Source: an optimization exercise on an open RTL-to-GDS flow (aim: small area). Production flows keep margins and buffers that such runs may drop. Only simulation tests tie the RTL to the original design; equivalence was not proved.

## design.v

```verilog
`default_nettype none
package hsv2rgb_pkg;
  localparam int CHAN_BITS = 8;
  localparam int HUE_BITS  = 9;
endpackage
`default_nettype wire
`default_nettype none
module hsv_to_rgb_converter_unit (
  input  wire logic                                 clk,
  input  wire logic                                 rst,
  input  wire logic                                 in_valid,
  output logic                                      in_stall,
  input  wire logic [hsv2rgb_pkg::HUE_BITS-1:0]     hue,
  input  wire logic [hsv2rgb_pkg::CHAN_BITS-1:0]    saturation,
  input  wire logic [hsv2rgb_pkg::CHAN_BITS-1:0]    value,
  output logic                                      out_valid,
  input  wire logic                                 out_stall,
  output logic [hsv2rgb_pkg::CHAN_BITS-1:0]         red,
  output logic [hsv2rgb_pkg::CHAN_BITS-1:0]         green,
  output logic [hsv2rgb_pkg::CHAN_BITS-1:0]         blue,
  output logic [3*hsv2rgb_pkg::CHAN_BITS-1:0]       packed_color
);
  logic adv;
  assign adv      = !out_valid || !out_stall;
  assign in_stall = !adv;
  logic [8:0] base;
  logic [1:0] k2;
  logic [6:0] h1;
  logic       up;
  logic [2:0] sect;
  logic [5:0] r;
  always_comb begin
    if      (hue >= 9'd480) begin k2 = 2'd1; base = 9'd480; end
    else if (hue >= 9'd360) begin k2 = 2'd0; base = 9'd360; end
    else if (hue >= 9'd240) begin k2 = 2'd2; base = 9'd240; end
    else if (hue >= 9'd120) begin k2 = 2'd1; base = 9'd120; end
    else                    begin k2 = 2'd0; base = 9'd0;   end
    h1   = 7'(hue - base);
    up   = (h1 >= 7'd60);
    r    = up ? 6'(h1 - 7'd60) : 6'(7'd60 - h1);
    sect = {k2, up};
  end
  wire nz0 = (|value) & (|saturation);
  wire a0 = value[0] & saturation[0];
  wire a1 = value[0] & saturation[1];
  wire a2 = value[0] & saturation[2];
  wire a3 = value[0] & saturation[3];
  wire a4 = value[0] & saturation[4];
  wire a5 = value[0] & saturation[5];
  wire a6 = value[0] & saturation[6];
  wire a7 = value[0] & saturation[7];
  wire a8 = value[1] & saturation[0];
  wire a9 = value[1] & saturation[1];
  wire a10 = value[1] & saturation[2];
  wire a11 = value[1] & saturation[3];
  wire a12 = value[1] & saturation[4];
  wire a13 = value[1] & saturation[5];
  wire a14 = value[1] & saturation[6];
  wire a15 = value[1] & saturation[7];
  wire a16 = value[2] & saturation[0];
  wire a17 = value[2] & saturation[1];
  wire a18 = value[2] & saturation[2];
  wire a19 = value[2] & saturation[3];
  wire a20 = value[2] & saturation[4];
  wire a21 = value[2] & saturation[5];
  wire a22 = value[2] & saturation[6];
  wire a23 = value[2] & saturation[7];
  wire a24 = value[3] & saturation[0];
  wire a25 = value[3] & saturation[1];
  wire a26 = value[3] & saturation[2];
  wire a27 = value[3] & saturation[3];
  wire a28 = value[3] & saturation[4];
  wire a29 = value[3] & saturation[5];
  wire a30 = value[3] & saturation[6];
  wire a31 = value[3] & saturation[7];
  wire a32 = value[4] & saturation[0];
  wire a33 = value[4] & saturation[1];
  wire a34 = value[4] & saturation[2];
  wire a35 = value[4] & saturation[3];
  wire a36 = value[4] & saturation[4];
  wire a37 = value[4] & saturation[5];
  wire a38 = value[4] & saturation[6];
  wire a39 = value[4] & saturation[7];
  wire a40 = value[5] & saturation[0];
  wire a41 = value[5] & saturation[1];
  wire a42 = value[5] & saturation[2];
  wire a43 = value[5] & saturation[3];
  wire a44 = value[5] & saturation[4];
  wire a45 = value[5] & saturation[5];
  wire a46 = value[5] & saturation[6];
  wire a47 = value[5] & saturation[7];
  wire a48 = value[6] & saturation[0];
  wire a49 = value[6] & saturation[1];
  wire a50 = value[6] & saturation[2];
  wire a51 = value[6] & saturation[3];
  wire a52 = value[6] & saturation[4];
  wire a53 = value[6] & saturation[5];
  wire a54 = value[6] & saturation[6];
  wire a55 = value[6] & saturation[7];
  wire a56 = value[7] & saturation[0];
  wire a57 = value[7] & saturation[1];
  wire a58 = value[7] & saturation[2];
  wire a59 = value[7] & saturation[3];
  wire a60 = value[7] & saturation[4];
  wire a61 = value[7] & saturation[5];
  wire a62 = value[7] & saturation[6];
  wire a63 = value[7] & saturation[7];
  wire a64 = a6 ^ a13;
  wire a65 = a6 & a13;
  wire a66 = a7 ^ a14 ^ a21;
  wire a67 = (a7 & a14) | (a7 & a21) | (a14 & a21);
  wire a68 = a28 ^ a35;
  wire a69 = a28 & a35;
  wire a70 = a15 ^ a22 ^ a29;
  wire a71 = (a15 & a22) | (a15 & a29) | (a22 & a29);
  wire a72 = a36 ^ a43;
  wire a73 = a36 & a43;
  wire a74 = a23 ^ a30 ^ a37;
  wire a75 = (a23 & a30) | (a23 & a37) | (a30 & a37);
  wire a76 = a4 ^ a11;
  wire a77 = a4 & a11;
  wire a78 = a5 ^ a12 ^ a19;
  wire a79 = (a5 & a12) | (a5 & a19) | (a12 & a19);
  wire a80 = a26 ^ a33;
  wire a81 = a26 & a33;
  wire a82 = a20 ^ a27 ^ a34;
  wire a83 = (a20 & a27) | (a20 & a34) | (a27 & a34);
  wire a84 = a41 ^ a48 ^ a64;
  wire a85 = (a41 & a48) | (a41 & a64) | (a48 & a64);
  wire a86 = a42 ^ a49 ^ a56;
  wire a87 = (a42 & a49) | (a42 & a56) | (a49 & a56);
  wire a88 = a65 ^ a66 ^ a68;
  wire a89 = (a65 & a66) | (a65 & a68) | (a66 & a68);
  wire a90 = a50 ^ a57 ^ a67;
  wire a91 = (a50 & a57) | (a50 & a67) | (a57 & a67);
  wire a92 = a69 ^ a70 ^ a72;
  wire a93 = (a69 & a70) | (a69 & a72) | (a70 & a72);
  wire a94 = a44 ^ a51 ^ a58;
  wire a95 = (a44 & a51) | (a44 & a58) | (a51 & a58);
  wire a96 = a71 ^ a73 ^ a74;
  wire a97 = (a71 & a73) | (a71 & a74) | (a73 & a74);
  wire a98 = a31 ^ a38 ^ a45;
  wire a99 = (a31 & a38) | (a31 & a45) | (a38 & a45);
  wire a100 = a52 ^ a59 ^ a75;
  wire a101 = (a52 & a59) | (a52 & a75) | (a59 & a75);
  wire a102 = a39 ^ a46 ^ a53;
  wire a103 = (a39 & a46) | (a39 & a53) | (a46 & a53);
  wire a104 = a3 ^ a10;
  wire a105 = a3 & a10;
  wire a106 = a18 ^ a25 ^ a32;
  wire a107 = (a18 & a25) | (a18 & a32) | (a25 & a32);
  wire a108 = a40 ^ a77 ^ a78;
  wire a109 = (a40 & a77) | (a40 & a78) | (a77 & a78);
  wire a110 = a79 ^ a81 ^ a82;
  wire a111 = (a79 & a81) | (a79 & a82) | (a81 & a82);
  wire a112 = a83 ^ a85 ^ a86;
  wire a113 = (a83 & a85) | (a83 & a86) | (a85 & a86);
  wire a114 = a87 ^ a89 ^ a90;
  wire a115 = (a87 & a89) | (a87 & a90) | (a89 & a90);
  wire a116 = a91 ^ a93 ^ a94;
  wire a117 = (a91 & a93) | (a91 & a94) | (a93 & a94);
  wire a118 = a95 ^ a97 ^ a98;
  wire a119 = (a95 & a97) | (a95 & a98) | (a97 & a98);
  wire a120 = a60 ^ a99 ^ a101;
  wire a121 = (a60 & a99) | (a60 & a101) | (a99 & a101);
  wire a122 = a47 ^ a54 ^ a61;
  wire a123 = (a47 & a54) | (a47 & a61) | (a54 & a61);
  wire a124 = a2 ^ a9;
  wire a125 = a2 & a9;
  wire a126 = a17 ^ a24 ^ a104;
  wire a127 = (a17 & a24) | (a17 & a104) | (a24 & a104);
  wire a128 = a76 ^ a105 ^ a106;
  wire a129 = (a76 & a105) | (a76 & a106) | (a105 & a106);
  wire a130 = a80 ^ a107 ^ a108;
  wire a131 = (a80 & a107) | (a80 & a108) | (a107 & a108);
  wire a132 = a84 ^ a109 ^ a110;
  wire a133 = (a84 & a109) | (a84 & a110) | (a109 & a110);
  wire a134 = a88 ^ a111 ^ a112;
  wire a135 = (a88 & a111) | (a88 & a112) | (a111 & a112);
  wire a136 = a92 ^ a113 ^ a114;
  wire a137 = (a92 & a113) | (a92 & a114) | (a113 & a114);
  wire a138 = a96 ^ a115 ^ a116;
  wire a139 = (a96 & a115) | (a96 & a116) | (a115 & a116);
  wire a140 = a100 ^ a117 ^ a118;
  wire a141 = (a100 & a117) | (a100 & a118) | (a117 & a118);
  wire a142 = a102 ^ a119 ^ a120;
  wire a143 = (a102 & a119) | (a102 & a120) | (a119 & a120);
  wire a144 = a103 ^ a121 ^ a122;
  wire a145 = (a103 & a121) | (a103 & a122) | (a121 & a122);
  wire a146 = a55 ^ a62 ^ a123;
  wire a147 = (a55 & a62) | (a55 & a123) | (a62 & a123);
  wire a148 = a1 & a8;
  wire a149 = a16 & a124;
  wire a150 = a125 & a126;
  wire a151 = a127 & a128;
  wire a152 = a129 & a130;
  wire a153 = a131 & a132;
  wire a154 = a133 & a134;
  wire a155 = a135 & a136;
  wire a156 = a137 & a138;
  wire a157 = a139 & a140;
  wire a158 = a141 & a142;
  wire a159 = a143 & a144;
  wire a160 = a145 & a146;
  wire a161 = a63 & a147;
  wire a162 = a1 ^ a8;
  wire a163 = a16 ^ a124;
  wire a164 = a125 ^ a126;
  wire a165 = a127 ^ a128;
  wire a166 = a129 ^ a130;
  wire a167 = a131 ^ a132;
  wire a168 = a133 ^ a134;
  wire a169 = a135 ^ a136;
  wire a170 = a137 ^ a138;
  wire a171 = a139 ^ a140;
  wire a172 = a141 ^ a142;
  wire a173 = a143 ^ a144;
  wire a174 = a145 ^ a146;
  wire a175 = a63 ^ a147;
  wire a176 = a162 & a0;
  wire a177 = a164 & a149;
  wire a178 = a150 | a177;
  wire a179 = a164 & a163;
  wire a180 = a166 & a151;
  wire a181 = a152 | a180;
  wire a182 = a166 & a165;
  wire a183 = a168 & a153;
  wire a184 = a154 | a183;
  wire a185 = a168 & a167;
  wire a186 = a170 & a155;
  wire a187 = a156 | a186;
  wire a188 = a170 & a169;
  wire a189 = a172 & a157;
  wire a190 = a158 | a189;
  wire a191 = a172 & a171;
  wire a192 = a174 & a159;
  wire a193 = a160 | a192;
  wire a194 = a174 & a173;
  wire a195 = a163 & a148;
  wire a196 = a149 | a195;
  wire a197 = a163 & a176;
  wire a198 = a179 & a148;
  wire a199 = a178 | a198;
  wire a200 = a179 & a176;
  wire a201 = a167 & a181;
  wire a202 = a153 | a201;
  wire a203 = a167 & a182;
  wire a204 = a185 & a181;
  wire a205 = a184 | a204;
  wire a206 = a185 & a182;
  wire a207 = a171 & a187;
  wire a208 = a157 | a207;
  wire a209 = a171 & a188;
  wire a210 = a191 & a187;
  wire a211 = a190 | a210;
  wire a212 = a191 & a188;
  wire a213 = a175 & a193;
  wire a214 = a161 | a213;
  wire a215 = a175 & a194;
  wire a216 = a165 & a199;
  wire a217 = a151 | a216;
  wire a218 = a165 & a200;
  wire a219 = a182 & a199;
  wire a220 = a181 | a219;
  wire a221 = a182 & a200;
  wire a222 = a203 & a199;
  wire a223 = a202 | a222;
  wire a224 = a203 & a200;
  wire a225 = a206 & a199;
  wire a226 = a205 | a225;
  wire a227 = a206 & a200;
  wire a228 = a173 & a211;
  wire a229 = a159 | a228;
  wire a230 = a173 & a212;
  wire a231 = a194 & a211;
  wire a232 = a193 | a231;
  wire a233 = a194 & a212;
  wire a234 = a215 & a211;
  wire a235 = a214 | a234;
  wire a236 = a215 & a212;
  wire a237 = a169 & a226;
  wire a238 = a155 | a237;
  wire a239 = a169 & a227;
  wire a240 = a188 & a226;
  wire a241 = a187 | a240;
  wire a242 = a188 & a227;
  wire a243 = a209 & a226;
  wire a244 = a208 | a243;
  wire a245 = a209 & a227;
  wire a246 = a212 & a226;
  wire a247 = a211 | a246;
  wire a248 = a212 & a227;
  wire a249 = a230 & a226;
  wire a250 = a229 | a249;
  wire a251 = a230 & a227;
  wire a252 = a233 & a226;
  wire a253 = a232 | a252;
  wire a254 = a233 & a227;
  wire a255 = a236 & a226;
  wire a256 = a235 | a255;
  wire a257 = a236 & a227;
  wire a258 = a163 ^ a148;
  wire a259 = a164 ^ a196;
  wire a260 = a165 ^ a199;
  wire a261 = a166 ^ a217;
  wire a262 = a167 ^ a220;
  wire a263 = a168 ^ a223;
  wire a264 = a169 ^ a226;
  wire a265 = a170 ^ a238;
  wire a266 = a171 ^ a241;
  wire a267 = a172 ^ a244;
  wire a268 = a173 ^ a247;
  wire a269 = a174 ^ a250;
  wire a270 = a175 ^ a253;
  wire a271 = a264 & a0;
  wire a272 = a265 & a162;
  wire a273 = a266 & a258;
  wire a274 = a267 & a259;
  wire a275 = a268 & a260;
  wire a276 = a269 & a261;
  wire a277 = a270 & a262;
  wire a278 = a256 & a263;
  wire a279 = a264 ^ a0;
  wire a280 = a265 ^ a162;
  wire a281 = a266 ^ a258;
  wire a282 = a267 ^ a259;
  wire a283 = a268 ^ a260;
  wire a284 = a269 ^ a261;
  wire a285 = a270 ^ a262;
  wire a286 = a256 ^ a263;
  wire a287 = a280 & a271;
  wire a288 = a272 | a287;
  wire a289 = a280 & a279;
  wire a290 = a282 & a273;
  wire a291 = a274 | a290;
  wire a292 = a282 & a281;
  wire a293 = a284 & a275;
  wire a294 = a276 | a293;
  wire a295 = a284 & a283;
  wire a296 = a286 & a277;
  wire a297 = a278 | a296;
  wire a298 = a286 & a285;
  wire a299 = a281 & a288;
  wire a300 = a273 | a299;
  wire a301 = a281 & a289;
  wire a302 = a292 & a288;
  wire a303 = a291 | a302;
  wire a304 = a292 & a289;
  wire a305 = a285 & a294;
  wire a306 = a277 | a305;
  wire a307 = a285 & a295;
  wire a308 = a298 & a294;
  wire a309 = a297 | a308;
  wire a310 = a298 & a295;
  wire a311 = a283 & a303;
  wire a312 = a275 | a311;
  wire a313 = a283 & a304;
  wire a314 = a295 & a303;
  wire a315 = a294 | a314;
  wire a316 = a295 & a304;
  wire a317 = a307 & a303;
  wire a318 = a306 | a317;
  wire a319 = a307 & a304;
  wire a320 = a310 & a303;
  wire a321 = a309 | a320;
  wire a322 = a310 & a304;
  wire a323 = a279 ^ a321;
  wire a324 = ~a323;
  wire a325 = a321 & a279;
  wire a326 = a271 | a325;
  wire a327 = a280 ^ a326;
  wire a328 = ~a327;
  wire a329 = a321 & a289;
  wire a330 = a288 | a329;
  wire a331 = a281 ^ a330;
  wire a332 = ~a331;
  wire a333 = a321 & a301;
  wire a334 = a300 | a333;
  wire a335 = a282 ^ a334;
  wire a336 = ~a335;
  wire a337 = a321 & a304;
  wire a338 = a303 | a337;
  wire a339 = a283 ^ a338;
  wire a340 = ~a339;
  wire a341 = a321 & a313;
  wire a342 = a312 | a341;
  wire a343 = a284 ^ a342;
  wire a344 = ~a343;
  wire a345 = a321 & a316;
  wire a346 = a315 | a345;
  wire a347 = a285 ^ a346;
  wire a348 = ~a347;
  wire a349 = a321 & a319;
  wire a350 = a318 | a349;
  wire a351 = a286 ^ a350;
  wire a352 = ~a351;
  wire a353 = ~a264;
  wire a354 = a265 & a264;
  wire a355 = a265 & a353;
  wire a356 = a267 & a266;
  wire a357 = a269 & a268;
  wire a358 = a256 & a270;
  wire a359 = a266 & a354;
  wire a360 = a266 & a355;
  wire a361 = a356 & a354;
  wire a362 = a356 & a355;
  wire a363 = a270 & a357;
  wire a364 = a358 & a357;
  wire a365 = a268 & a361;
  wire a366 = a268 & a362;
  wire a367 = a357 & a361;
  wire a368 = a357 & a362;
  wire a369 = a363 & a361;
  wire a370 = a363 & a362;
  wire a371 = a364 & a361;
  wire a372 = a364 & a362;
  wire a373 = a265 ^ a264;
  wire a374 = a266 ^ a354;
  wire a375 = a267 ^ a359;
  wire a376 = a268 ^ a361;
  wire a377 = a269 ^ a365;
  wire a378 = a270 ^ a367;
  wire a379 = a256 ^ a369;
  wire a380 = ~a265;
  wire a381 = a380 & a264;
  wire a382 = a267 & a266;
  wire a383 = a269 & a268;
  wire a384 = a256 & a270;
  wire a385 = a266 & a265;
  wire a386 = a266 & a381;
  wire a387 = a382 & a265;
  wire a388 = a382 & a381;
  wire a389 = a270 & a383;
  wire a390 = a384 & a383;
  wire a391 = a268 & a387;
  wire a392 = a268 & a388;
  wire a393 = a383 & a387;
  wire a394 = a383 & a388;
  wire a395 = a389 & a387;
  wire a396 = a389 & a388;
  wire a397 = a390 & a387;
  wire a398 = a390 & a388;
  wire a399 = a266 ^ a265;
  wire a400 = a267 ^ a385;
  wire a401 = a268 ^ a387;
  wire a402 = a269 ^ a391;
  wire a403 = a270 ^ a393;
  wire a404 = a256 ^ a395;
  wire a405 = ~a321;
  wire a406 = nz0 & a405;
  wire a407 = a406 & a353;
  wire a408 = ~nz0;
  wire a409 = a408 & a264;
  wire a410 = a407 | a409;
  wire a411 = a321 & a264;
  wire a412 = ~a321;
  wire a413 = a412 & a410;
  wire a414 = a411 | a413;
  wire a415 = a406 & a373;
  wire a416 = ~nz0;
  wire a417 = a416 & a265;
  wire a418 = a415 | a417;
  wire a419 = a321 & a380;
  wire a420 = ~a321;
  wire a421 = a420 & a418;
  wire a422 = a419 | a421;
  wire a423 = a406 & a374;
  wire a424 = ~nz0;
  wire a425 = a424 & a266;
  wire a426 = a423 | a425;
  wire a427 = a321 & a399;
  wire a428 = ~a321;
  wire a429 = a428 & a426;
  wire a430 = a427 | a429;
  wire a431 = a406 & a375;
  wire a432 = ~nz0;
  wire a433 = a432 & a267;
  wire a434 = a431 | a433;
  wire a435 = a321 & a400;
  wire a436 = ~a321;
  wire a437 = a436 & a434;
  wire a438 = a435 | a437;
  wire a439 = a406 & a376;
  wire a440 = ~nz0;
  wire a441 = a440 & a268;
  wire a442 = a439 | a441;
  wire a443 = a321 & a401;
  wire a444 = ~a321;
  wire a445 = a444 & a442;
  wire a446 = a443 | a445;
  wire a447 = a406 & a377;
  wire a448 = ~nz0;
  wire a449 = a448 & a269;
  wire a450 = a447 | a449;
  wire a451 = a321 & a402;
  wire a452 = ~a321;
  wire a453 = a452 & a450;
  wire a454 = a451 | a453;
  wire a455 = a406 & a378;
  wire a456 = ~nz0;
  wire a457 = a456 & a270;
  wire a458 = a455 | a457;
  wire a459 = a321 & a403;
  wire a460 = ~a321;
  wire a461 = a460 & a458;
  wire a462 = a459 | a461;
  wire a463 = a406 & a379;
  wire a464 = ~nz0;
  wire a465 = a464 & a256;
  wire a466 = a463 | a465;
  wire a467 = a321 & a404;
  wire a468 = ~a321;
  wire a469 = a468 & a466;
  wire a470 = a467 | a469;
  logic        valid_q1;
  logic [2:0]  sect_q1;
  logic [5:0]  r_q1;
  logic [7:0]  v_q1;
  logic [7:0]  c_q1;
  logic [7:0]  d_q1;
  always_ff @(posedge clk) begin
    if (rst) begin
      valid_q1 <= 1'b0;
    end else if (adv) begin
      valid_q1 <= in_valid;
    end
  end
  always_ff @(posedge clk) begin
    if (adv) begin
      sect_q1 <= sect;
      r_q1    <= r;
      v_q1    <= value;
      c_q1    <= {a470, a462, a454, a446, a438, a430, a422, a414};
      d_q1    <= {a352, a348, a344, a340, a336, a332, a328, a324};
    end
  end
  logic [3:0] w52;
  logic [4:0] hsum;
  wire b0 = ~c_q1[0];
  wire b1 = ~c_q1[1];
  wire b2 = ~c_q1[2];
  wire b3 = ~c_q1[3];
  wire b4 = ~c_q1[4];
  wire b5 = ~c_q1[5];
  wire b6 = ~c_q1[6];
  wire b7 = ~c_q1[7];
  wire b8 = ~(v_q1[0] ^ b0);
  wire b9 = v_q1[0] | b0;
  wire b10 = v_q1[1] ^ b1 ^ b9;
  wire b11 = (v_q1[1] & b1) | (v_q1[1] & b9) | (b1 & b9);
  wire b12 = v_q1[2] ^ b2 ^ b11;
  wire b13 = (v_q1[2] & b2) | (v_q1[2] & b11) | (b2 & b11);
  wire b14 = v_q1[3] ^ b3 ^ b13;
  wire b15 = (v_q1[3] & b3) | (v_q1[3] & b13) | (b3 & b13);
  wire b16 = v_q1[4] ^ b4 ^ b15;
  wire b17 = (v_q1[4] & b4) | (v_q1[4] & b15) | (b4 & b15);
  wire b18 = v_q1[5] ^ b5 ^ b17;
  wire b19 = (v_q1[5] & b5) | (v_q1[5] & b17) | (b5 & b17);
  wire b20 = v_q1[6] ^ b6 ^ b19;
  wire b21 = (v_q1[6] & b6) | (v_q1[6] & b19) | (b6 & b19);
  wire b22 = v_q1[7] ^ b7 ^ b21;
  wire b23 = (v_q1[7] & b7) | (v_q1[7] & b21) | (b7 & b21);
  wire b24 = c_q1[0] & r_q1[0];
  wire b25 = c_q1[0] & r_q1[1];
  wire b26 = c_q1[0] & r_q1[2];
  wire b27 = c_q1[0] & r_q1[3];
  wire b28 = c_q1[0] & r_q1[4];
  wire b29 = c_q1[0] & r_q1[5];
  wire b30 = c_q1[1] & r_q1[0];
  wire b31 = c_q1[1] & r_q1[1];
  wire b32 = c_q1[1] & r_q1[2];
  wire b33 = c_q1[1] & r_q1[3];
  wire b34 = c_q1[1] & r_q1[4];
  wire b35 = c_q1[1] & r_q1[5];
  wire b36 = c_q1[2] & r_q1[0];
  wire b37 = c_q1[2] & r_q1[1];
  wire b38 = c_q1[2] & r_q1[2];
  wire b39 = c_q1[2] & r_q1[3];
  wire b40 = c_q1[2] & r_q1[4];
  wire b41 = c_q1[2] & r_q1[5];
  wire b42 = c_q1[3] & r_q1[0];
  wire b43 = c_q1[3] & r_q1[1];
  wire b44 = c_q1[3] & r_q1[2];
  wire b45 = c_q1[3] & r_q1[3];
  wire b46 = c_q1[3] & r_q1[4];
  wire b47 = c_q1[3] & r_q1[5];
  wire b48 = c_q1[4] & r_q1[0];
  wire b49 = c_q1[4] & r_q1[1];
  wire b50 = c_q1[4] & r_q1[2];
  wire b51 = c_q1[4] & r_q1[3];
  wire b52 = c_q1[4] & r_q1[4];
  wire b53 = c_q1[4] & r_q1[5];
  wire b54 = c_q1[5] & r_q1[0];
  wire b55 = c_q1[5] & r_q1[1];
  wire b56 = c_q1[5] & r_q1[2];
  wire b57 = c_q1[5] & r_q1[3];
  wire b58 = c_q1[5] & r_q1[4];
  wire b59 = c_q1[5] & r_q1[5];
  wire b60 = c_q1[6] & r_q1[0];
  wire b61 = c_q1[6] & r_q1[1];
  wire b62 = c_q1[6] & r_q1[2];
  wire b63 = c_q1[6] & r_q1[3];
  wire b64 = c_q1[6] & r_q1[4];
  wire b65 = c_q1[6] & r_q1[5];
  wire b66 = c_q1[7] & r_q1[0];
  wire b67 = c_q1[7] & r_q1[1];
  wire b68 = c_q1[7] & r_q1[2];
  wire b69 = c_q1[7] & r_q1[3];
  wire b70 = c_q1[7] & r_q1[4];
  wire b71 = c_q1[7] & r_q1[5];
  wire b72 = b28 ^ b33;
  wire b73 = b28 & b33;
  wire b74 = b29 ^ b34 ^ b39;
  wire b75 = (b29 & b34) | (b29 & b39) | (b34 & b39);
  wire b76 = b44 ^ b49;
  wire b77 = b44 & b49;
  wire b78 = b35 ^ b40 ^ b45;
  wire b79 = (b35 & b40) | (b35 & b45) | (b40 & b45);
  wire b80 = b50 ^ b55 ^ b60;
  wire b81 = (b50 & b55) | (b50 & b60) | (b55 & b60);
  wire b82 = b41 ^ b46 ^ b51;
  wire b83 = (b41 & b46) | (b41 & b51) | (b46 & b51);
  wire b84 = b56 ^ b61 ^ b66;
  wire b85 = (b56 & b61) | (b56 & b66) | (b61 & b66);
  wire b86 = b47 ^ b52 ^ b57;
  wire b87 = (b47 & b52) | (b47 & b57) | (b52 & b57);
  wire b88 = b62 ^ b67;
  wire b89 = b62 & b67;
  wire b90 = b53 ^ b58 ^ b63;
  wire b91 = (b53 & b58) | (b53 & b63) | (b58 & b63);
  wire b92 = b27 ^ b32;
  wire b93 = b27 & b32;
  wire b94 = b38 ^ b43 ^ b48;
  wire b95 = (b38 & b43) | (b38 & b48) | (b43 & b48);
  wire b96 = b54 ^ b73 ^ b74;
  wire b97 = (b54 & b73) | (b54 & b74) | (b73 & b74);
  wire b98 = b75 ^ b77 ^ b78;
  wire b99 = (b75 & b77) | (b75 & b78) | (b77 & b78);
  wire b100 = b79 ^ b81 ^ b82;
  wire b101 = (b79 & b81) | (b79 & b82) | (b81 & b82);
  wire b102 = b83 ^ b85 ^ b86;
  wire b103 = (b83 & b85) | (b83 & b86) | (b85 & b86);
  wire b104 = b68 ^ b87 ^ b89;
  wire b105 = (b68 & b87) | (b68 & b89) | (b87 & b89);
  wire b106 = b59 ^ b64 ^ b69;
  wire b107 = (b59 & b64) | (b59 & b69) | (b64 & b69);
  wire b108 = b26 ^ b31;
  wire b109 = b26 & b31;
  wire b110 = b37 ^ b42 ^ b92;
  wire b111 = (b37 & b42) | (b37 & b92) | (b42 & b92);
  wire b112 = b72 ^ b93 ^ b94;
  wire b113 = (b72 & b93) | (b72 & b94) | (b93 & b94);
  wire b114 = b76 ^ b95 ^ b96;
  wire b115 = (b76 & b95) | (b76 & b96) | (b95 & b96);
  wire b116 = b80 ^ b97 ^ b98;
  wire b117 = (b80 & b97) | (b80 & b98) | (b97 & b98);
  wire b118 = b84 ^ b99 ^ b100;
  wire b119 = (b84 & b99) | (b84 & b100) | (b99 & b100);
  wire b120 = b88 ^ b101 ^ b102;
  wire b121 = (b88 & b101) | (b88 & b102) | (b101 & b102);
  wire b122 = b90 ^ b103 ^ b104;
  wire b123 = (b90 & b103) | (b90 & b104) | (b103 & b104);
  wire b124 = b91 ^ b105 ^ b106;
  wire b125 = (b91 & b105) | (b91 & b106) | (b105 & b106);
  wire b126 = b65 ^ b70 ^ b107;
  wire b127 = (b65 & b70) | (b65 & b107) | (b70 & b107);
  wire b128 = b25 & b30;
  wire b129 = b36 & b108;
  wire b130 = b109 & b110;
  wire b131 = b111 & b112;
  wire b132 = b113 & b114;
  wire b133 = b115 & b116;
  wire b134 = b117 & b118;
  wire b135 = b119 & b120;
  wire b136 = b121 & b122;
  wire b137 = b123 & b124;
  wire b138 = b125 & b126;
  wire b139 = b71 & b127;
  wire b140 = b25 ^ b30;
  wire b141 = b36 ^ b108;
  wire b142 = b109 ^ b110;
  wire b143 = b111 ^ b112;
  wire b144 = b113 ^ b114;
  wire b145 = b115 ^ b116;
  wire b146 = b117 ^ b118;
  wire b147 = b119 ^ b120;
  wire b148 = b121 ^ b122;
  wire b149 = b123 ^ b124;
  wire b150 = b125 ^ b126;
  wire b151 = b71 ^ b127;
  wire b152 = b140 & b24;
  wire b153 = b142 & b129;
  wire b154 = b130 | b153;
  wire b155 = b142 & b141;
  wire b156 = b144 & b131;
  wire b157 = b132 | b156;
  wire b158 = b144 & b143;
  wire b159 = b146 & b133;
  wire b160 = b134 | b159;
  wire b161 = b146 & b145;
  wire b162 = b148 & b135;
  wire b163 = b136 | b162;
  wire b164 = b148 & b147;
  wire b165 = b150 & b137;
  wire b166 = b138 | b165;
  wire b167 = b150 & b149;
  wire b168 = b155 & b128;
  wire b169 = b154 | b168;
  wire b170 = b155 & b152;
  wire b171 = b161 & b157;
  wire b172 = b160 | b171;
  wire b173 = b161 & b158;
  wire b174 = b167 & b163;
  wire b175 = b166 | b174;
  wire b176 = b167 & b164;
  wire b177 = b173 & b169;
  wire b178 = b172 | b177;
  wire b179 = b173 & b170;
  wire b180 = b176 & b178;
  wire b181 = b175 | b180;
  wire b182 = b176 & b179;
  wire b183 = b158 & b169;
  wire b184 = b157 | b183;
  wire b185 = b158 & b170;
  wire b186 = b164 & b178;
  wire b187 = b163 | b186;
  wire b188 = b164 & b179;
  wire b189 = b141 & b128;
  wire b190 = b129 | b189;
  wire b191 = b141 & b152;
  wire b192 = b143 & b169;
  wire b193 = b131 | b192;
  wire b194 = b143 & b170;
  wire b195 = b145 & b184;
  wire b196 = b133 | b195;
  wire b197 = b145 & b185;
  wire b198 = b147 & b178;
  wire b199 = b135 | b198;
  wire b200 = b147 & b179;
  wire b201 = b149 & b187;
  wire b202 = b137 | b201;
  wire b203 = b149 & b188;
  wire b204 = b151 & b181;
  wire b205 = b139 | b204;
  wire b206 = b151 & b182;
  wire b207 = b141 ^ b128;
  wire b208 = b142 ^ b190;
  wire b209 = b143 ^ b169;
  wire b210 = b144 ^ b193;
  wire b211 = b145 ^ b184;
  wire b212 = b146 ^ b196;
  wire b213 = b147 ^ b178;
  wire b214 = b148 ^ b199;
  wire b215 = b149 ^ b187;
  wire b216 = b150 ^ b202;
  wire b217 = b151 ^ b181;
  wire b218 = b211 & b207;
  wire b219 = b212 & b208;
  wire b220 = b213 & b209;
  wire b221 = b214 & b210;
  wire b222 = b211 ^ b207;
  wire b223 = b212 ^ b208;
  wire b224 = b213 ^ b209;
  wire b225 = b214 ^ b210;
  wire b226 = b223 & b218;
  wire b227 = b219 | b226;
  wire b228 = b223 & b222;
  wire b229 = b225 & b220;
  wire b230 = b221 | b229;
  wire b231 = b225 & b224;
  wire b232 = b216 & b215;
  wire b233 = b205 & b217;
  wire b234 = b231 & b227;
  wire b235 = b230 | b234;
  wire b236 = b231 & b228;
  wire b237 = b233 & b232;
  wire b238 = b237 & b235;
  wire b239 = b237 & b236;
  wire b240 = b232 & b235;
  wire b241 = b232 & b236;
  wire b242 = b224 & b227;
  wire b243 = b220 | b242;
  wire b244 = b224 & b228;
  wire b245 = b215 & b235;
  wire b246 = b215 & b236;
  wire b247 = b217 & b240;
  wire b248 = b217 & b241;
  wire b249 = b223 ^ b218;
  wire b250 = b224 ^ b227;
  wire b251 = b225 ^ b243;
  wire b252 = b215 ^ b235;
  wire b253 = b216 ^ b245;
  wire b254 = b217 ^ b240;
  wire b255 = b205 ^ b247;
  wire b256 = b252 & b222;
  wire b257 = b253 & b249;
  wire b258 = b254 & b250;
  wire b259 = b255 & b251;
  wire b260 = b252 ^ b222;
  wire b261 = b253 ^ b249;
  wire b262 = b254 ^ b250;
  wire b263 = b255 ^ b251;
  wire b264 = b261 & b256;
  wire b265 = b257 | b264;
  wire b266 = b261 & b260;
  wire b267 = b263 & b258;
  wire b268 = b259 | b267;
  wire b269 = b263 & b262;
  wire b270 = b269 & b265;
  wire b271 = b268 | b270;
  wire b272 = b269 & b266;
  wire b273 = b262 & b265;
  wire b274 = b258 | b273;
  wire b275 = b262 & b266;
  wire b276 = b261 ^ b256;
  wire b277 = b262 ^ b265;
  wire b278 = b263 ^ b274;
  wire b279 = v_q1[4] ^ b211;
  wire b280 = v_q1[4] & b211;
  wire b281 = v_q1[5] ^ b212 ^ b208;
  wire b282 = (v_q1[5] & b212) | (v_q1[5] & b208) | (b212 & b208);
  wire b283 = v_q1[6] ^ b213 ^ b209;
  wire b284 = (v_q1[6] & b213) | (v_q1[6] & b209) | (b213 & b209);
  wire b285 = v_q1[7] ^ b214 ^ b210;
  wire b286 = (v_q1[7] & b214) | (v_q1[7] & b210) | (b214 & b210);
  wire b287 = v_q1[0] ^ b207;
  wire b288 = v_q1[0] & b207;
  wire b289 = v_q1[1] ^ b208 ^ b288;
  wire b290 = (v_q1[1] & b208) | (v_q1[1] & b288) | (b208 & b288);
  wire b291 = v_q1[2] ^ b209 ^ b290;
  wire b292 = (v_q1[2] & b209) | (v_q1[2] & b290) | (b209 & b290);
  wire b293 = v_q1[3] ^ b210 ^ b292;
  wire b294 = (v_q1[3] & b210) | (v_q1[3] & b292) | (b210 & b292);
  wire b295 = b207 ^ b279 ^ b294;
  wire b296 = (b207 & b279) | (b207 & b294) | (b279 & b294);
  wire b297 = b280 ^ b281 ^ b296;
  wire b298 = (b280 & b281) | (b280 & b296) | (b281 & b296);
  wire b299 = b282 ^ b283 ^ b298;
  wire b300 = (b282 & b283) | (b282 & b298) | (b283 & b298);
  wire b301 = b284 ^ b285 ^ b300;
  wire b302 = (b284 & b285) | (b284 & b300) | (b285 & b300);
  wire b303 = d_q1[0] & r_q1[0];
  wire b304 = d_q1[0] & r_q1[1];
  wire b305 = d_q1[0] & r_q1[2];
  wire b306 = d_q1[0] & r_q1[3];
  wire b307 = d_q1[0] & r_q1[4];
  wire b308 = d_q1[0] & r_q1[5];
  wire b309 = d_q1[1] & r_q1[0];
  wire b310 = d_q1[1] & r_q1[1];
  wire b311 = d_q1[1] & r_q1[2];
  wire b312 = d_q1[1] & r_q1[3];
  wire b313 = d_q1[1] & r_q1[4];
  wire b314 = d_q1[1] & r_q1[5];
  wire b315 = d_q1[2] & r_q1[0];
  wire b316 = d_q1[2] & r_q1[1];
  wire b317 = d_q1[2] & r_q1[2];
  wire b318 = d_q1[2] & r_q1[3];
  wire b319 = d_q1[2] & r_q1[4];
  wire b320 = d_q1[2] & r_q1[5];
  wire b321 = d_q1[3] & r_q1[0];
  wire b322 = d_q1[3] & r_q1[1];
  wire b323 = d_q1[3] & r_q1[2];
  wire b324 = d_q1[3] & r_q1[3];
  wire b325 = d_q1[3] & r_q1[4];
  wire b326 = d_q1[3] & r_q1[5];
  wire b327 = d_q1[4] & r_q1[0];
  wire b328 = d_q1[4] & r_q1[1];
  wire b329 = d_q1[4] & r_q1[2];
  wire b330 = d_q1[4] & r_q1[3];
  wire b331 = d_q1[4] & r_q1[4];
  wire b332 = d_q1[4] & r_q1[5];
  wire b333 = d_q1[5] & r_q1[0];
  wire b334 = d_q1[5] & r_q1[1];
  wire b335 = d_q1[5] & r_q1[2];
  wire b336 = d_q1[5] & r_q1[3];
  wire b337 = d_q1[5] & r_q1[4];
  wire b338 = d_q1[5] & r_q1[5];
  wire b339 = d_q1[6] & r_q1[0];
  wire b340 = d_q1[6] & r_q1[1];
  wire b341 = d_q1[6] & r_q1[2];
  wire b342 = d_q1[6] & r_q1[3];
  wire b343 = d_q1[6] & r_q1[4];
  wire b344 = d_q1[6] & r_q1[5];
  wire b345 = d_q1[7] & r_q1[0];
  wire b346 = d_q1[7] & r_q1[1];
  wire b347 = d_q1[7] & r_q1[2];
  wire b348 = d_q1[7] & r_q1[3];
  wire b349 = d_q1[7] & r_q1[4];
  wire b350 = d_q1[7] & r_q1[5];
  wire b351 = b307 ^ b312;
  wire b352 = b307 & b312;
  wire b353 = b308 ^ b313 ^ b318;
  wire b354 = (b308 & b313) | (b308 & b318) | (b313 & b318);
  wire b355 = b323 ^ b328;
  wire b356 = b323 & b328;
  wire b357 = b314 ^ b319 ^ b324;
  wire b358 = (b314 & b319) | (b314 & b324) | (b319 & b324);
  wire b359 = b329 ^ b334 ^ b339;
  wire b360 = (b329 & b334) | (b329 & b339) | (b334 & b339);
  wire b361 = b320 ^ b325 ^ b330;
  wire b362 = (b320 & b325) | (b320 & b330) | (b325 & b330);
  wire b363 = b335 ^ b340 ^ b345;
  wire b364 = (b335 & b340) | (b335 & b345) | (b340 & b345);
  wire b365 = b326 ^ b331 ^ b336;
  wire b366 = (b326 & b331) | (b326 & b336) | (b331 & b336);
  wire b367 = b341 ^ b346;
  wire b368 = b341 & b346;
  wire b369 = b332 ^ b337 ^ b342;
  wire b370 = (b332 & b337) | (b332 & b342) | (b337 & b342);
  wire b371 = b306 ^ b311;
  wire b372 = b306 & b311;
  wire b373 = b317 ^ b322 ^ b327;
  wire b374 = (b317 & b322) | (b317 & b327) | (b322 & b327);
  wire b375 = b333 ^ b352 ^ b353;
  wire b376 = (b333 & b352) | (b333 & b353) | (b352 & b353);
  wire b377 = b354 ^ b356 ^ b357;
  wire b378 = (b354 & b356) | (b354 & b357) | (b356 & b357);
  wire b379 = b358 ^ b360 ^ b361;
  wire b380 = (b358 & b360) | (b358 & b361) | (b360 & b361);
  wire b381 = b362 ^ b364 ^ b365;
  wire b382 = (b362 & b364) | (b362 & b365) | (b364 & b365);
  wire b383 = b347 ^ b366 ^ b368;
  wire b384 = (b347 & b366) | (b347 & b368) | (b366 & b368);
  wire b385 = b338 ^ b343 ^ b348;
  wire b386 = (b338 & b343) | (b338 & b348) | (b343 & b348);
  wire b387 = b305 ^ b310;
  wire b388 = b305 & b310;
  wire b389 = b316 ^ b321 ^ b371;
  wire b390 = (b316 & b321) | (b316 & b371) | (b321 & b371);
  wire b391 = b351 ^ b372 ^ b373;
  wire b392 = (b351 & b372) | (b351 & b373) | (b372 & b373);
  wire b393 = b355 ^ b374 ^ b375;
  wire b394 = (b355 & b374) | (b355 & b375) | (b374 & b375);
  wire b395 = b359 ^ b376 ^ b377;
  wire b396 = (b359 & b376) | (b359 & b377) | (b376 & b377);
  wire b397 = b363 ^ b378 ^ b379;
  wire b398 = (b363 & b378) | (b363 & b379) | (b378 & b379);
  wire b399 = b367 ^ b380 ^ b381;
  wire b400 = (b367 & b380) | (b367 & b381) | (b380 & b381);
  wire b401 = b369 ^ b382 ^ b383;
  wire b402 = (b369 & b382) | (b369 & b383) | (b382 & b383);
  wire b403 = b370 ^ b384 ^ b385;
  wire b404 = (b370 & b384) | (b370 & b385) | (b384 & b385);
  wire b405 = b344 ^ b349 ^ b386;
  wire b406 = (b344 & b349) | (b344 & b386) | (b349 & b386);
  wire b407 = b304 & b309;
  wire b408 = b315 & b387;
  wire b409 = b388 & b389;
  wire b410 = b390 & b391;
  wire b411 = b392 & b393;
  wire b412 = b394 & b395;
  wire b413 = b396 & b397;
  wire b414 = b398 & b399;
  wire b415 = b400 & b401;
  wire b416 = b402 & b403;
  wire b417 = b404 & b405;
  wire b418 = b350 & b406;
  wire b419 = b304 ^ b309;
  wire b420 = b315 ^ b387;
  wire b421 = b388 ^ b389;
  wire b422 = b390 ^ b391;
  wire b423 = b392 ^ b393;
  wire b424 = b394 ^ b395;
  wire b425 = b396 ^ b397;
  wire b426 = b398 ^ b399;
  wire b427 = b400 ^ b401;
  wire b428 = b402 ^ b403;
  wire b429 = b404 ^ b405;
  wire b430 = b350 ^ b406;
  wire b431 = b419 & b303;
  wire b432 = b421 & b408;
  wire b433 = b409 | b432;
  wire b434 = b421 & b420;
  wire b435 = b423 & b410;
  wire b436 = b411 | b435;
  wire b437 = b423 & b422;
  wire b438 = b425 & b412;
  wire b439 = b413 | b438;
  wire b440 = b425 & b424;
  wire b441 = b427 & b414;
  wire b442 = b415 | b441;
  wire b443 = b427 & b426;
  wire b444 = b429 & b416;
  wire b445 = b417 | b444;
  wire b446 = b429 & b428;
  wire b447 = b420 & b407;
  wire b448 = b408 | b447;
  wire b449 = b420 & b431;
  wire b450 = b434 & b407;
  wire b451 = b433 | b450;
  wire b452 = b434 & b431;
  wire b453 = b424 & b436;
  wire b454 = b412 | b453;
  wire b455 = b424 & b437;
  wire b456 = b440 & b436;
  wire b457 = b439 | b456;
  wire b458 = b440 & b437;
  wire b459 = b428 & b442;
  wire b460 = b416 | b459;
  wire b461 = b428 & b443;
  wire b462 = b446 & b442;
  wire b463 = b445 | b462;
  wire b464 = b446 & b443;
  wire b465 = b422 & b451;
  wire b466 = b410 | b465;
  wire b467 = b422 & b452;
  wire b468 = b437 & b451;
  wire b469 = b436 | b468;
  wire b470 = b437 & b452;
  wire b471 = b455 & b451;
  wire b472 = b454 | b471;
  wire b473 = b455 & b452;
  wire b474 = b458 & b451;
  wire b475 = b457 | b474;
  wire b476 = b458 & b452;
  wire b477 = b430 & b463;
  wire b478 = b418 | b477;
  wire b479 = b430 & b464;
  wire b480 = b426 & b475;
  wire b481 = b414 | b480;
  wire b482 = b426 & b476;
  wire b483 = b443 & b475;
  wire b484 = b442 | b483;
  wire b485 = b443 & b476;
  wire b486 = b461 & b475;
  wire b487 = b460 | b486;
  wire b488 = b461 & b476;
  wire b489 = b464 & b475;
  wire b490 = b463 | b489;
  wire b491 = b464 & b476;
  wire b492 = b479 & b475;
  wire b493 = b478 | b492;
  wire b494 = b479 & b476;
  wire b495 = b420 ^ b407;
  wire b496 = b421 ^ b448;
  wire b497 = b422 ^ b451;
  wire b498 = b423 ^ b466;
  wire b499 = b424 ^ b469;
  wire b500 = b425 ^ b472;
  wire b501 = b426 ^ b475;
  wire b502 = b427 ^ b481;
  wire b503 = b428 ^ b484;
  wire b504 = b429 ^ b487;
  wire b505 = b430 ^ b490;
  wire b506 = b303 & b501;
  wire b507 = b419 & b502;
  wire b508 = b495 & b503;
  wire b509 = b496 & b504;
  wire b510 = b497 & b505;
  wire b511 = b498 & b493;
  wire b512 = b303 ^ b501;
  wire b513 = b419 ^ b502;
  wire b514 = b495 ^ b503;
  wire b515 = b496 ^ b504;
  wire b516 = b497 ^ b505;
  wire b517 = b498 ^ b493;
  wire b518 = b506 | b512;
  wire b519 = b513 & b518;
  wire b520 = b507 | b519;
  wire b521 = b513 & b512;
  wire b522 = b515 & b508;
  wire b523 = b509 | b522;
  wire b524 = b515 & b514;
  wire b525 = b517 & b510;
  wire b526 = b511 | b525;
  wire b527 = b517 & b516;
  wire b528 = b500 & b499;
  wire b529 = b514 & b520;
  wire b530 = b508 | b529;
  wire b531 = b514 & b521;
  wire b532 = b524 & b520;
  wire b533 = b523 | b532;
  wire b534 = b524 & b521;
  wire b535 = b499 & b526;
  wire b536 = b499 & b527;
  wire b537 = b528 & b526;
  wire b538 = b528 & b527;
  wire b539 = b516 & b533;
  wire b540 = b510 | b539;
  wire b541 = b516 & b534;
  wire b542 = b527 & b533;
  wire b543 = b526 | b542;
  wire b544 = b527 & b534;
  wire b545 = b536 & b533;
  wire b546 = b535 | b545;
  wire b547 = b536 & b534;
  wire b548 = b538 & b533;
  wire b549 = b537 | b548;
  wire b550 = b538 & b534;
  wire b551 = ~b512;
  wire b552 = b513 ^ b518;
  wire b553 = b514 ^ b520;
  wire b554 = b515 ^ b530;
  wire b555 = b516 ^ b533;
  wire b556 = b517 ^ b540;
  wire b557 = b499 ^ b543;
  wire b558 = b500 ^ b546;
  wire b559 = b501 & b549;
  wire b560 = b501 ^ b549;
  wire b561 = b502 & b559;
  wire b562 = b502 & b560;
  wire b563 = b504 & b503;
  wire b564 = b493 & b505;
  wire b565 = b503 & b561;
  wire b566 = b503 & b562;
  wire b567 = b563 & b561;
  wire b568 = b563 & b562;
  wire b569 = b505 & b567;
  wire b570 = b505 & b568;
  wire b571 = b564 & b567;
  wire b572 = b564 & b568;
  wire b573 = b502 ^ b559;
  wire b574 = b503 ^ b561;
  wire b575 = b504 ^ b565;
  wire b576 = b505 ^ b567;
  wire b577 = b493 ^ b569;
  wire b578 = ~b560;
  wire b579 = ~b573;
  wire b580 = ~b574;
  wire b581 = ~b575;
  wire b582 = ~b576;
  wire b583 = ~b577;
  wire b584 = b24 & b578;
  wire b585 = b140 & b579;
  wire b586 = w52[0] & b580;
  wire b587 = w52[1] & b581;
  wire b588 = w52[2] & b582;
  wire b589 = w52[3] & b583;
  wire b590 = b24 ^ b578;
  wire b591 = b140 ^ b579;
  wire b592 = w52[0] ^ b580;
  wire b593 = w52[1] ^ b581;
  wire b594 = w52[2] ^ b582;
  wire b595 = w52[3] ^ b583;
  wire b596 = b591 & b584;
  wire b597 = b585 | b596;
  wire b598 = b591 & b590;
  wire b599 = b593 & b586;
  wire b600 = b587 | b599;
  wire b601 = b593 & b592;
  wire b602 = b595 & b588;
  wire b603 = b589 | b602;
  wire b604 = b595 & b594;
  wire b605 = b592 & b597;
  wire b606 = b586 | b605;
  wire b607 = b592 & b598;
  wire b608 = b601 & b597;
  wire b609 = b600 | b608;
  wire b610 = b601 & b598;
  wire b611 = b594 & b609;
  wire b612 = b588 | b611;
  wire b613 = b594 & b610;
  wire b614 = b604 & b609;
  wire b615 = b603 | b614;
  wire b616 = b604 & b610;
  wire b617 = b591 ^ b584;
  wire b618 = b592 ^ b597;
  wire b619 = b593 ^ b606;
  wire b620 = b594 ^ b609;
  wire b621 = b595 ^ b612;
  assign hsum   = {b271, b278, b277, b276, b260};
  assign w52    = (hsum >= 5'd15) ? 4'(hsum - 5'd15) : hsum[3:0];
  logic [2:0] sect_q2;
  logic [7:0] v_q2;
  logic [7:0] p_q2;
  logic [7:0] a_q2;
  logic [3:0] w52_q2;
  logic       bit_q2;
  always_ff @(posedge clk) begin
    if (rst) begin
      out_valid <= 1'b0;
    end else if (adv) begin
      out_valid <= valid_q1;
    end
  end
  always_ff @(posedge clk) begin
    if (adv) begin
      sect_q2 <= sect_q1;
      v_q2    <= v_q1;
      p_q2    <= {b22, b20, b18, b16, b14, b12, b10, b8};
      a_q2    <= {b301, b299, b297, b295, b293, b291, b289, b287};
      w52_q2  <= w52;
      bit_q2  <= b615;
    end
  end
  logic [7:0] x;
  wire o0 = ~w52_q2[0];
  wire o1 = ~w52_q2[1];
  wire o2 = ~w52_q2[2];
  wire o3 = ~w52_q2[3];
  wire o4 = ~w52_q2[0];
  wire o5 = ~w52_q2[1];
  wire o6 = ~w52_q2[2];
  wire o7 = ~w52_q2[3];
  wire o8 = ~bit_q2;
  wire o9 = a_q2[0] ^ o0 ^ o8;
  wire o10 = (a_q2[0] & o0) | (a_q2[0] & o8) | (o0 & o8);
  wire o11 = a_q2[1] ^ o1 ^ o10;
  wire o12 = (a_q2[1] & o1) | (a_q2[1] & o10) | (o1 & o10);
  wire o13 = a_q2[2] ^ o2 ^ o12;
  wire o14 = (a_q2[2] & o2) | (a_q2[2] & o12) | (o2 & o12);
  wire o15 = a_q2[3] ^ o3 ^ o14;
  wire o16 = (a_q2[3] & o3) | (a_q2[3] & o14) | (o3 & o14);
  wire o17 = a_q2[4] ^ o4 ^ o16;
  wire o18 = (a_q2[4] & o4) | (a_q2[4] & o16) | (o4 & o16);
  wire o19 = a_q2[5] ^ o5 ^ o18;
  wire o20 = (a_q2[5] & o5) | (a_q2[5] & o18) | (o5 & o18);
  wire o21 = a_q2[6] ^ o6 ^ o20;
  wire o22 = (a_q2[6] & o6) | (a_q2[6] & o20) | (o6 & o20);
  wire o23 = a_q2[7] ^ o7 ^ o22;
  wire o24 = (a_q2[7] & o7) | (a_q2[7] & o22) | (o7 & o22);
  assign x = {o23, o21, o19, o17, o15, o13, o11, o9};
  always_comb begin
    case (sect_q2)
      3'd0:    begin red = v_q2; green = x;    blue = p_q2; end
      3'd1:    begin red = x;    green = v_q2; blue = p_q2; end
      3'd2:    begin red = p_q2; green = v_q2; blue = x;    end
      3'd3:    begin red = p_q2; green = x;    blue = v_q2; end
      3'd4:    begin red = x;    green = p_q2; blue = v_q2; end
      default: begin red = v_q2; green = p_q2; blue = x;    end
    endcase
  end
  assign packed_color = {red, green, blue};
endmodule
`default_nettype wire
```

## flow/area.abc

```
strash
dch -f
amap
topo
strash
dch -f
amap
topo
```

## flow/run.sh

```bash
#!/bin/bash
# Layout flow: the standard flow with two changes to synthesis and one
# to placement.
#  - Synthesis: Yosys's synth runs without its quick ABC pass (-noabc), so
#    the full adders written in the RTL reach extract_fa without inverted
#    polarities, and the final ABC mapping uses flow/area.abc (area-oriented
#    mapping). Registers, their names and cell types are unchanged.
#  - Ports are buffered with sky130_fd_sc_hd__buf_1, and the buffers that
#    synthesis puts between outputs sharing a net are buf_1 too.
# Each tool's output goes to the ORFS logs under orfs/logs; make's output to
# standard.log.
set -euo pipefail
WORK=$PWD
FLOW=$WORK/flow
{
  echo 'proc synth {args} { yosys synth -nofsm -noshare -noabc {*}$args }'
  echo 'proc abc {args} {'
  echo '  set i [lsearch $args -script]'
  echo "  if { \$i >= 0 } { set args [lreplace \$args \$i [expr {\$i + 1}] -script $FLOW/area.abc] }"
  echo '  yosys abc {*}$args'
  echo '}'
  tail -n +2 synth_recipe.tcl
} > my_synth.tcl
bash standard.sh SYNTH_SCRIPT=$WORK/my_synth.tcl \
  "BUFFER_PORTS_ARGS=-buffer_cell sky130_fd_sc_hd__buf_1" \
  "MIN_BUF_CELL_AND_PORTS=sky130_fd_sc_hd__buf_1 A X" finish > standard.log 2>&1
```

## constraint.sdc

```tcl
create_clock -name core_clock -period 7.5 [get_ports {clk}]
set_input_delay 1.5000 -clock core_clock [delete_from_list [all_inputs] [get_ports {clk}]]
set_output_delay 1.5000 -clock core_clock [all_outputs]
set_load 0.01 [all_outputs]
```

## config.mk

```make
export PLATFORM = sky130hd
export DESIGN_NAME = hsv_to_rgb_converter_unit
export DESIGN_NICKNAME = hsv_to_rgb_converter_unit
export VERILOG_FILES = /design/flow/design.v
export SDC_FILE = /design/flow/constraint.sdc
export NUM_CORES = 4
export LEC_CHECK = 0
export ABC_AREA = 1
export CAP_MARGIN = 20
export CORE_MARGIN = 2
export CORE_UTILIZATION = 75
export CTS_BUF_LIST = sky130_fd_sc_hd__clkbuf_2 sky130_fd_sc_hd__clkbuf_4 sky130_fd_sc_hd__clkbuf_8
export SLEW_MARGIN = 20
```

## standard.sh

```bash
#!/bin/bash
# synth_recipe.tcl (not shown) runs the flow's synth.tcl, then flattens the netlist and writes it again
# the make line also repeats each setting of config.mk as NAME=value (left out here)
make -C /OpenROAD-flow-scripts/flow DESIGN_CONFIG=/design/flow/config.mk WORK_HOME=/design/flow/orfs CLKGATE_MAP_FILE= SYNTH_SCRIPT=/design/flow/synth_recipe.tcl "${@:-finish}"
```

==> reports/metrics.yaml, run 1 <==
reg2reg_setup_slack_ns: -0.12
max_slew_margin_pct: 34.2
synth_area_um2: 8400
synth_async_sr_flop_share_pct: 0
min_delay_path_depth: 0
post_synth_main_area_contributors: "fa_1 29%, edfxtp_1 23%, ha_1 15%, nor2_1 9.5%, clkinv_1 5.1%"
min_delay_worst_endpoint: "sect_q2[0]$_DFFE_PP_"
first_pass_grt_wire_length_mm: 33.8
wl_per_cell_um: 19.9
cts_tree: "built"
critical-path-top-delay-family: "adder cells"
rows: 38
synth.ff_latch_count: 67
floorplan.die.width_um: 110
globalplace.congestion: 0.973
worst_hold_path_type: "flop to flop"
fin_area_um2: 9450
antenna_violating_nets_post_route: 0
diodes: 0
clock-sinks: 67
hold_slack_ns: 0.438
clk_path_buf_depth: 2
unrepaired_setup_endpoints_after_global_routing: "yes"
report.final.slew_viol_count: 0
clkLatencyLatePin_ns: 0.38
mappedNetlistNets: 1147
drcViolationCount: 0
detailedRoute.firstPassIterationCount: 6
netlist_top_cells_count: "213 x nor2_1, 120 x fa_1, 115 x clkinv_1"
final_util_pct: 86.8
cpMaxStageDelayCell: "fa_2"
ys_dominant_reg_cell: "edfxtp_1"
synth.yosys.seq_area_share_pct: 23.7
post-synth-top-area-cell: "fa_1"
ioPinCount: 79
final-hold-violation-count: 0
synth-edff-count: 65
checks_that_blocked_layout_checks: "negative setup slack"
routed_via_density: 6.42
synth.distinct_cells: 33
cpPeakStageDelay_ns: 0.61
dpl_worst_slack_ns: -0.248
grt-ovfl-total: 0
grt_max_degree: 68
final.min_clock_period_ns: 7.62
netlist_instances: 897
run_status: "failed layout checks"
initial_core_utilization_pct: 77.1
worstSetupEndpointType: "flop"
yosysWarnings: 1
drt_iter0_drc: 835
first_global_vias: 7242
timing.clock.skew_ns: 0.0161
drv.max_cap_violation_count: 0
synthDominantCellAreaShare_pct: 28.6
path_max_fanout: 5
port_buffers: 78
critical_path.n_buffers_inverters: 4
detailroute.via_count: 7368
antenna_found_initial: 0
area_growth_syn_to_layout_pct: 12.5
timing.final.setup_violations: 1
min-delay-start: "sect_q1[0]$_DFFE_PP_"
proportion_of_layout_cells_with_a_drive_suffix_above_1_pct: 9.52
die_area_um2: 12100
worstReg2RegEnd: "bit_q2$_DFFE_PP_"
placed_area_um2: 9000
ff2ff_path_depth: 30
worstPathArrival_ns: 7.75
worstSetupPathType: "flop to flop"
worstSetupStartpointType: "flop"
core_area_um2: 10900
worst_pin_slew_ns: 0.977
timing.critical_path.required_ns: 7.62
dp_hpwl_mm: 16.5
final_net_count: 1253
timing.fmax_mhz: 131
worst_r2r_startpoint: "c_q1[2]$_DFFE_PP_"
clk_root_buffer_cell: "clkbuf_8"
die_height_um: 110
synth_area_per_cell_um2: 9.36
clock_tree.htree_level_count: 3
synth.most_common_cell: "nor2_1"
post-route-period-util_pct: 102
total_wire_length_after_detailed_routing_mm: 22.8
numCtsBuffers: 9
grt_usage_pct: 37.4
clk_pin_slew_ns: 0.09
worst_slack_ns: -0.123
sequential cells by signal, summed over array words and instances (netlist names), 3 cells and up:
name / count
w52_q2: 4
p_q2: 8
sect_q1: 3
c_q1: 8
v_q2: 8
v_q1: 8
d_q1: 8
r_q1: 6
sect_q2: 3
a_q2: 8
through the flow:
step,setup TNS [ns],std cells
after global placement,0,1120
after global routing,-0.330,1148
after detailed placement,-0.653,1120
after CTS,0,1136
after floorplan,0,897
final,-0.123,1148
worst register-to-register path, delay by kind of cell (launching register included):
family	cells	cell delay, ns
AOI/OAI and AO/OA	10	1.53
adders and majority gates	11	4.29
buffers and inverters	4	0.41
DFF	1	0.44
and+or+nand+nor	5	0.71
cell type report:
type,instances,area [um2]
clock buffer,9,124
sequential,67,1990
inverter,115,434
multi-input combinational,691,6010
fill,568,1440
tap,140,175
timing repair buffer,119,617
clock inverter,7,98.8
layer usage:
layer | vias up | GRT usage, % | share of wire [%]
li1 | 3223 | - | -
met1 | 3521 | 43.1 | 35
met2 | 486 | 65.4 | 50
met3 | 138 | 6.46 | 7.9
met4 | 0 | 21.6 | 7.3
met5 | - | 0 | 0
timing repair:
item | CTS | global route
pin swaps | 0 | 23
buffers inserted | 0 | 12
gates resized for setup | 5 | 44
hold buffers | 0 | 0
setup endpoints to repair | 1 | 14
hold endpoints to repair | 0 | 0
how the worst max path moves through the flow:
stage / start / end / cells past startpoint
global route: c_q1[0]$_DFFE_PP_ / bit_q2$_DFFE_PP_ / 30
detailed placement: c_q1[2]$_DFFE_PP_ / bit_q2$_DFFE_PP_ / 28
CTS: c_q1[2]$_DFFE_PP_ / bit_q2$_DFFE_PP_ / 30
floorplan: saturation[4] / c_q1[7]$_DFFE_PP_ / 25
finish: c_q1[2]$_DFFE_PP_ / bit_q2$_DFFE_PP_ / 30
global placement: value[2] / d_q1[7]$_DFFE_PP_ / 30
logic make-up after synthesis:
logic type      synth area share, %
xor+xnor                      0.104
compound gates                 11.3
simple gates                   15.0
flops                          23.7
buf+inv                        6.21
fa+ha+maj                      43.7
placed cells by master, fill, tap and decap left out, types with 3 or more instances in the layout:
cell type,synthesis,routed
nor2_1,213,205
fa_1,120,117
clkinv_1,115,104
ha_1,101,98
buf_1,24,78
edfxtp_1,65,65
a21oi_1,65,60
nand2_1,58,56
buf_4,0,39
o21ai_0,36,30
o221ai_1,23,23
inv_2,0,11
nand3_1,9,9
a21o_1,9,9
clkbuf_8,0,9
nor3_1,9,8
nor2_2,0,8
or3_1,7,7
a21oi_2,0,5
and3_1,5,5
a22oi_1,5,5
o22ai_1,5,4
nand4_1,4,4
o21bai_1,4,3
o21ai_1,0,3
o21ai_2,0,3
fa_2,0,3
==> run 2: changes to the inputs <==
==> flow/area.abc (replaced) <==
strash
dch -f
amap
topo
--- a/config.mk
+++ b/config.mk
@@ -8,6 +8,6 @@
 export ABC_AREA = 1
 export CAP_MARGIN = 20
 export CORE_MARGIN = 2
-export CORE_UTILIZATION = 75
+export CORE_UTILIZATION = 70
 export CTS_BUF_LIST = sky130_fd_sc_hd__clkbuf_2 sky130_fd_sc_hd__clkbuf_4 sky130_fd_sc_hd__clkbuf_8
 export SLEW_MARGIN = 20
==> run 2 against run 1 <==
  * Now clean on timing, DRC and antenna
  * Flip-flop and latch count is the same
  * Global-route usage shrank 5.0 points
  * Non-clock buffer count shrank 6
  * Utilization shrank 7.9 points
  * Register-to-register slack gained 0.48 ns
  * Via count shrank 6.3%
  * Critical endpoint unchanged
  * Highest routed layer unchanged
==> reports/metrics.yaml, run 2 <==
drv.max_cap_violation_count: 0
timing.fmax_mhz: 140
worstSetupStartpointType: "flop"
compound_cell_area_share_of_the_yosys_netlist_pct: 12.7
proportion_of_layout_cells_with_a_drive_suffix_above_1_pct: 6.62
die_height_um: 114
grt.met1_usage_pct: 39.8
drt_iter0_drc: 454
final_util_pct: 78.9
mappedNetlistNets: 1157
first_pass_grt_wire_length_mm: 32.9
final-hold-violation-count: 0
synth_top_family_by_area: "adder cells"
critical-path-top-delay-family: "adder cells"
worstSetupPathType: "flop to flop"
floorplan.die.width_um: 114
worst_pin_slew_ns: 0.975
groute.layer.met3.usage_pct: 5.05
worstPathArrival_ns: 7.26
globalplace.congestion: 0.957
synth.ff_latch_count: 67
synth_mux_area_share_pct: 0
grt_max_degree: 68
synth_area_per_cell_um2: 9.33
drcViolationCount: 0
timing.critical_path.required_ns: 7.61
run_status: "no timing/DRC/antenna violations"
port_buffers: 78
core_area_um2: 11900
initial_core_utilization_pct: 71.0
routed_via_density: 5.96
post-route-period-util_pct: 95.3
synth.yosys.seq_area_share_pct: 23.5
synthDominantCellAreaShare_pct: 28.4
area_growth_syn_to_layout_pct: 11.1
antenna_found_initial: 0
yosysWarnings: 1
synth-edff-count: 65
synth_adder_area_share_pct: 43.3
critical_path.n_buffers_inverters: 2
total_wire_length_after_detailed_routing_mm: 19.4
timing.final.setup_violations: 0
timing.setup.tns_ns: 0
dpl_worst_slack_ns: -0.151
post-synth-top-area-cell: "fa_1"
max_slew_margin_pct: 34.3
post_synth_and_or_nand_nor_area_fraction_pct: 14.3
ys_dominant_reg_cell: "edfxtp_1"
final_net_count: 1257
antenna_violating_nets_post_route: 0
path_max_fanout: 4
netlist_top_cells_count: "225 x nor2_1, 120 x fa_1, 113 x clkinv_1"
final-instance-count-excl-fill: 1159
synth_async_sr_flop_share_pct: 0
first_global_vias: 7115
clock_tree.htree_level_count: 3
synth.distinct_cells: 37
wl_per_cell_um: 16.7
detailedRoute.firstPassIterationCount: 6
ioPinCount: 79
final_cell_mix: "222 x nor2_1, 118 x fa_1, 111 x clkinv_1, 101 x ha_1, 78 x buf_1"
final_common_cell: "nor2_1"
worst_hold_path_type: "flop to flop"
clk_pin_slew_ns: 0.08
rows: 40
cpPeakStageDelay_ns: 0.59
grt.met2_usage_pct: 58.2
diodes: 0
place_inst: 1141
final.min_clock_period_ns: 7.15
clock-sinks: 67
die_area_um2: 13000
clkLatencyLatePin_ns: 0.37
netlist_instances: 907
detailroute.via_count: 6906
dp_hpwl_mm: 16.1
clk_root_buffer_cell: "clkbuf_8"
worstSetupEndpointType: "flop"
report.final.slew_viol_count: 0
cts_hold_repair.buffers: 0
synth.most_common_cell: "nor2_1"
cpMaxStageDelayCell: "fa_1"
clk_path_buf_depth: 2
grt_usage_pct: 32.4
numCtsBuffers: 9
post_synth_main_area_contributors: "fa_1 28%, edfxtp_1 23%, ha_1 15%, nor2_1 10%, clkinv_1 5.0%"
most_frequent_cell_on_critical_path: "ha_1"
synth_area_um2: 8460
grt-ovfl-total: 0
gr-max-usage-layer: "met2"
cts_tree: "built"
timing.clock.skew_ns: 0.0158
worst_slack_ns: 0.353
unrepaired_setup_endpoints_after_global_routing: "no"
yosys.area_share.xor_xnor_pct: 0.104
[run 2: cell types whose count changed in the layout (fill, tap and decap cells not counted), moves of 4 or more]
cell	before	now
nor2_1	205	222
o22a_1	0	16
o221ai_1	23	11
o21ai_0	30	40
inv_2	11	2
clkinv_1	104	111
or3_1	7	0
a21oi_1	60	66
nand2_1	56	50
nor2_2	8	2
buf_4	39	35
[run 2: cells by family after synthesis]
| family | after synthesis |
|---|---|
| xor+xnor | 1 |
| buf+inv | 137 |
| fa+ha+maj | 221 |
| flops | 67 |
| simple gates | 307 |
| compound gates | 174 |
[run 2: final cells by class]
cell class                 count  area, um2
clock buffer                   9        124
clock inverter                 7        106
fill                         811       2510
inverter                     113        424
multi-input combinational    703       6010
sequential                    67       1990
tap                          147        184
timing repair buffer         113        556
[run 2: worst paths after layout]
check,cells after the start,start,to,slack (ns)
max,29,c_q1[0]$_DFFE_PP_,bit_q2$_DFFE_PP_,0.35
min,0,sect_q1[0]$_DFFE_PP_,sect_q2[0]$_DFFE_PP_,0.43
max reg2reg,29,c_q1[0]$_DFFE_PP_,bit_q2$_DFFE_PP_,0.35
min reg2reg,0,sect_q1[0]$_DFFE_PP_,sect_q2[0]$_DFFE_PP_,0.43
[run 2: metal layers]
metal  wire length (um)  vias up  share of wire [%]
met4                413        0                2.1
met5                  0        -                  0
met3               1020       43                5.3
met1               7860     3345                 41
li1                   -     3252                  -
met2              10100      266                 52
[run 2: through the flow]
stage / hold slack, ns / instance area (um2)
after floorplan: 0.400 / 8460
after global placement: 0.404 / 9100
after detailed placement: 0.406 / 9100
after CTS: 0.425 / 9340
after global routing: 0.442 / 9400
final: 0.430 / 9400
[run 2: timing repair]
action	4_1_cts	5_1_grt
pin swaps	0	1
endpoints found under the setup margin	1	17
resized for setup	2	15
buffers inserted	0	2

[separate check: timing with driven ports]
The flow's constraints put no driver on any port. The routed layouts listed below were extracted and timed again, unchanged, in two steps. Step 1: set_driving_cell puts a clkbuf_16 on clk and a buf_2 on each other input, an assumption about the parent block. Step 2 moves the port delays by t, midway between the first and last clock arrival at a register: inputs arrive t later, outputs are due t later. That takes back most of the time a late clock gives input paths. a / b / c = no drivers / after step 1 / after step 2; a / b = the first two.
run	shift t [ns]	setup slack, ns	worst hold slack (ns)	latest minus earliest clock arrival (ns)	pins driven straight from the clock port
run 1	0.404	-0.123 / -0.123 / -0.123	0.438 / 0.438 / 0.438	0.016 / 0.016	1
run 2	0.396	0.353 / 0.353 / 0.052	0.430 / 0.430 / 0.430	0.016 / 0.016	1
For run 2, which loses most, drivers alone change the setup slack by 0.000 ns; drivers and shift together by -0.301 ns.
